What follows belongs to an exercise in optimizing a design on an open flow for small area, a short achievable clock period and few clock cycles per item; a production flow would make more cautious choices.
Where RTL was checked, it was by simulation tests only, not by an equivalence proof against the original.
Power is estimated from default activity; no workload was simulated.

==> flow/design.v <==
`timescale 1ns/1ps
module ooo_regfile (
  input  logic        clk,
  input  logic        i_clr,
  input  logic        i_we,
  input  logic [4:0]  i_waddr,
  input  logic [31:0] i_wdata,
  input  logic [4:0]  i_raddr1,
  input  logic [4:0]  i_raddr2,
  output logic [31:0] o_rdata1,
  output logic [31:0] o_rdata2
);
  logic [31:0] regs [32];
  logic [31:0] wdata;
  assign wdata = i_wdata & {32{~i_clr}};
  always_ff @(posedge clk) begin
    for (int i = 1; i < 32; i++) begin
      if (i_clr || (i_we && i_waddr == 5'(i))) regs[i] <= wdata;
    end
  end
  logic [31:0] sel1, sel2;
  always_comb begin
    for (int i = 0; i < 32; i++) begin
      sel1[i] = (i_raddr1 == 5'(i)) && (i != 0);
      sel2[i] = (i_raddr2 == 5'(i)) && (i != 0);
    end
  end
  always_comb begin
    o_rdata1 = '0;
    o_rdata2 = '0;
    for (int i = 1; i < 32; i++) begin
      o_rdata1 = o_rdata1 | (regs[i] & {32{sel1[i]}});
      o_rdata2 = o_rdata2 | (regs[i] & {32{sel2[i]}});
    end
  end
endmodule
`timescale 1ns/1ps
module ooo_alu (
  input  logic        i_sub,
  input  logic [6:0]  i_sel,
  input  logic [31:0] i_a,
  input  logic [31:0] i_b,
  output logic [31:0] o_result
);
  logic [31:0] bx;
  logic [31:0] sum;
  logic        slt;
  assign bx  = i_b ^ {32{i_sub}};
  assign sum = i_a + bx + 32'(i_sub);
  assign slt = (i_a[31] ^ i_b[31]) ? i_a[31] : sum[31];
  assign o_result = ({32{i_sel[0]}} & sum)
                  | ({32{i_sel[1]}} & (i_a & i_b))
                  | ({32{i_sel[2]}} & (i_a | i_b))
                  | ({32{i_sel[3]}} & (i_a ^ i_b))
                  | ({32{i_sel[4]}} & (i_a << i_b[4:0]))
                  | ({32{i_sel[5]}} & (i_a >> i_b[4:0]))
                  | {31'd0, i_sel[6] & slt};
endmodule
`timescale 1ns/1ps
module ooo_core (
  input  logic        clk,
  input  logic        rst,
  input  logic        i_valid,
  input  logic [4:0]  i_uop_rd,
  input  logic [4:0]  i_uop_rs1,
  input  logic [4:0]  i_uop_rs2,
  input  logic [2:0]  i_uop_op,
  input  logic        i_uop_use_imm,
  input  logic [31:0] i_uop_imm,
  output logic        o_ready,
  output logic        o_commit_valid,
  output logic [4:0]  o_commit_rd,
  output logic [31:0] o_commit_data
);
  assign o_ready = 1'b1;
  logic        i_v;
  logic [4:0]  i_rd, i_rs1, i_rs2;
  logic [2:0]  i_op;
  logic        i_imm_sel;
  logic [31:0] i_imm;
  logic        e_v;
  logic [4:0]  e_rd;
  logic        e_sub;
  logic [6:0]  e_sel;
  logic [31:0] e_a, e_b;
  logic        c_v;
  logic [4:0]  c_rd;
  logic [31:0] c_data;
  always_ff @(posedge clk) begin
    i_rd      <= i_uop_rd;
    i_rs1     <= i_uop_rs1;
    i_rs2     <= i_uop_rs2;
    i_op      <= i_uop_op;
    i_imm_sel <= i_uop_use_imm;
    i_imm     <= i_uop_imm;
    if (rst) i_v <= 1'b0;
    else     i_v <= i_valid;
  end
  logic        rst_q;
  always_ff @(posedge clk) rst_q <= rst;
  logic [31:0] rf_a, rf_b, alu_out;
  logic        e_w, c_w;
  logic [31:0] fwd_a, fwd_b;
  assign e_w = e_v && (e_rd != 5'd0);
  assign c_w = c_v && (c_rd != 5'd0);
  ooo_regfile regfile_i (
    .clk      (clk),
    .i_clr    (rst_q),
    .i_we     (c_w),
    .i_waddr  (c_rd),
    .i_wdata  (c_data),
    .i_raddr1 (i_rs1),
    .i_raddr2 (i_rs2),
    .o_rdata1 (rf_a),
    .o_rdata2 (rf_b)
  );
  always_comb begin
    if (e_w && e_rd == i_rs1)      fwd_a = alu_out;
    else if (c_w && c_rd == i_rs1) fwd_a = c_data;
    else                           fwd_a = rf_a;
    if (i_imm_sel)                 fwd_b = i_imm;
    else if (e_w && e_rd == i_rs2) fwd_b = alu_out;
    else if (c_w && c_rd == i_rs2) fwd_b = c_data;
    else                           fwd_b = rf_b;
  end
  always_ff @(posedge clk) begin
    e_rd <= i_rd;
    e_sub <= (i_op == 3'd1) || (i_op == 3'd7);
    e_sel <= {i_op == 3'd7, i_op == 3'd6, i_op == 3'd5, i_op == 3'd4,
              i_op == 3'd3, i_op == 3'd2, i_op[2:1] == 2'd0};
    e_a  <= fwd_a;
    e_b  <= fwd_b;
    if (rst) e_v <= 1'b0;
    else     e_v <= i_v;
  end
  ooo_alu alu_i (
    .i_sub    (e_sub),
    .i_sel    (e_sel),
    .i_a      (e_a),
    .i_b      (e_b),
    .o_result (alu_out)
  );
  always_ff @(posedge clk) begin
    c_rd   <= e_rd;
    c_data <= (e_rd == 5'd0) ? 32'd0 : alu_out;
    if (rst) c_v <= 1'b0;
    else     c_v <= e_v;
  end
  assign o_commit_valid = c_v;
  assign o_commit_rd    = c_rd;
  assign o_commit_data  = c_data;
endmodule
export LEC_CHECK = 0
export CAP_MARGIN = 20
export CORE_MARGIN = 2
export CORE_UTILIZATION = 25
export GPL_ROUTABILITY_DRIVEN = 1
export PLACE_DENSITY = 0.35
export SLEW_MARGIN = 20
create_clock -name core_clock -period 12.0 [get_ports {clk}]
run.sh (not shown) runs the stock make flow with config.mk's settings and CLKGATE_MAP_FILE= SYNTH_SCRIPT=/design/flow/synth_recipe.tcl, a recipe that flattens the netlist after the stock synthesis.
Edit:
--- a/flow/design.v
+++ b/flow/design.v
@@ -2,5 +2,5 @@
 module ooo_regfile (
   input  logic        clk,
-  input  logic        i_clr,
+  input  logic        rst,
   input  logic        i_we,
   input  logic [4:0]  i_waddr,
@@ -13,15 +13,8 @@
   logic [31:0] regs [32];
   logic [31:0] wdata;
-  assign wdata = i_wdata & {32{~i_clr}};
+  assign wdata = i_wdata & {32{~rst}};
   always_ff @(posedge clk) begin
     for (int i = 1; i < 32; i++) begin
-      if (i_clr || (i_we && i_waddr == 5'(i))) regs[i] <= wdata;
-    end
-  end
-  logic [31:0] sel1, sel2;
-  always_comb begin
-    for (int i = 0; i < 32; i++) begin
-      sel1[i] = (i_raddr1 == 5'(i)) && (i != 0);
-      sel2[i] = (i_raddr2 == 5'(i)) && (i != 0);
+      if (rst || (i_we && i_waddr == 5'(i))) regs[i] <= wdata;
     end
   end
@@ -30,6 +23,6 @@
     o_rdata2 = '0;
     for (int i = 1; i < 32; i++) begin
-      o_rdata1 = o_rdata1 | (regs[i] & {32{sel1[i]}});
-      o_rdata2 = o_rdata2 | (regs[i] & {32{sel2[i]}});
+      if (i_raddr1 == 5'(i)) o_rdata1 = regs[i];
+      if (i_raddr2 == 5'(i)) o_rdata2 = regs[i];
     end
   end
@@ -37,23 +30,26 @@
 `timescale 1ns/1ps
 module ooo_alu (
-  input  logic        i_sub,
-  input  logic [6:0]  i_sel,
+  input  logic [2:0]  i_op,
   input  logic [31:0] i_a,
   input  logic [31:0] i_b,
   output logic [31:0] o_result
 );
-  logic [31:0] bx;
-  logic [31:0] sum;
+  logic        sub;
+  logic [32:0] sum;
   logic        slt;
-  assign bx  = i_b ^ {32{i_sub}};
-  assign sum = i_a + bx + 32'(i_sub);
+  assign sub = (i_op == 3'd1) || (i_op == 3'd7);
+  assign sum = {1'b0, i_a} + {1'b0, i_b ^ {32{sub}}} + 33'(sub);
   assign slt = (i_a[31] ^ i_b[31]) ? i_a[31] : sum[31];
-  assign o_result = ({32{i_sel[0]}} & sum)
-                  | ({32{i_sel[1]}} & (i_a & i_b))
-                  | ({32{i_sel[2]}} & (i_a | i_b))
-                  | ({32{i_sel[3]}} & (i_a ^ i_b))
-                  | ({32{i_sel[4]}} & (i_a << i_b[4:0]))
-                  | ({32{i_sel[5]}} & (i_a >> i_b[4:0]))
-                  | {31'd0, i_sel[6] & slt};
+  always_comb begin
+    case (i_op)
+      3'd0, 3'd1: o_result = sum[31:0];
+      3'd2:       o_result = i_a & i_b;
+      3'd3:       o_result = i_a | i_b;
+      3'd4:       o_result = i_a ^ i_b;
+      3'd5:       o_result = i_a << i_b[4:0];
+      3'd6:       o_result = i_a >> i_b[4:0];
+      default:    o_result = {31'd0, slt};
+    endcase
+  end
 endmodule
 `timescale 1ns/1ps
@@ -81,6 +77,5 @@
   logic        e_v;
   logic [4:0]  e_rd;
-  logic        e_sub;
-  logic [6:0]  e_sel;
+  logic [2:0]  e_op;
   logic [31:0] e_a, e_b;
   logic        c_v;
@@ -97,6 +92,4 @@
     else     i_v <= i_valid;
   end
-  logic        rst_q;
-  always_ff @(posedge clk) rst_q <= rst;
   logic [31:0] rf_a, rf_b, alu_out;
   logic        e_w, c_w;
@@ -106,5 +99,5 @@
   ooo_regfile regfile_i (
     .clk      (clk),
-    .i_clr    (rst_q),
+    .rst      (rst),
     .i_we     (c_w),
     .i_waddr  (c_rd),
@@ -126,7 +119,5 @@
   always_ff @(posedge clk) begin
     e_rd <= i_rd;
-    e_sub <= (i_op == 3'd1) || (i_op == 3'd7);
-    e_sel <= {i_op == 3'd7, i_op == 3'd6, i_op == 3'd5, i_op == 3'd4,
-              i_op == 3'd3, i_op == 3'd2, i_op[2:1] == 2'd0};
+    e_op <= i_op;
     e_a  <= fwd_a;
     e_b  <= fwd_b;
@@ -135,6 +126,5 @@
   end
   ooo_alu alu_i (
-    .i_sub    (e_sub),
-    .i_sel    (e_sel),
+    .i_op     (e_op),
     .i_a      (e_a),
     .i_b      (e_b),
Effect:
- The changed run ran to the end with no violations
- final area is higher by 8.1%
- worst setup slack degrades by 0.63 ns
- clock skew came out higher by 0.0053 ns
- count of clock-buffer cells in the layout came out higher by 24
- die area climbs by 9.2%
- area after synthesis came out higher by 9.2%
- total power went up by 4.8%
- routed wire length climbs by 0.80%
- sequential power went down by about 2%
Testbench counts after the change, summed over its fixed seeds: cycles 6,424, items 6,400.
Only the layout flow was run in the first run of this note; the RTL was not checked for function there.

[separate check: timing with driven ports]
Ports are ideal in the flow. The routed layouts listed here were re-timed in OpenROAD. Step 1, drivers: a clkbuf_16 drives clk and a buf_2 each remaining input, both assumed. Step 2 also shifts input and output timing later by t, the mid clock arrival at the registers, as if the neighbouring blocks saw the same clock. Slacks: no drivers / after step 1 / after step 2; pairs: no drivers / after step 1.
run | t, ns | setup slack, ns | clock arrival spread, ns
the first run | 0.893 | 7.131 / 7.037 / 7.165 | 0.034 / 0.035
the second run | 0.906 | 6.504 / 6.504 / 6.504 | 0.046 / 0.046
After both steps setup and hold are still met in every run listed.
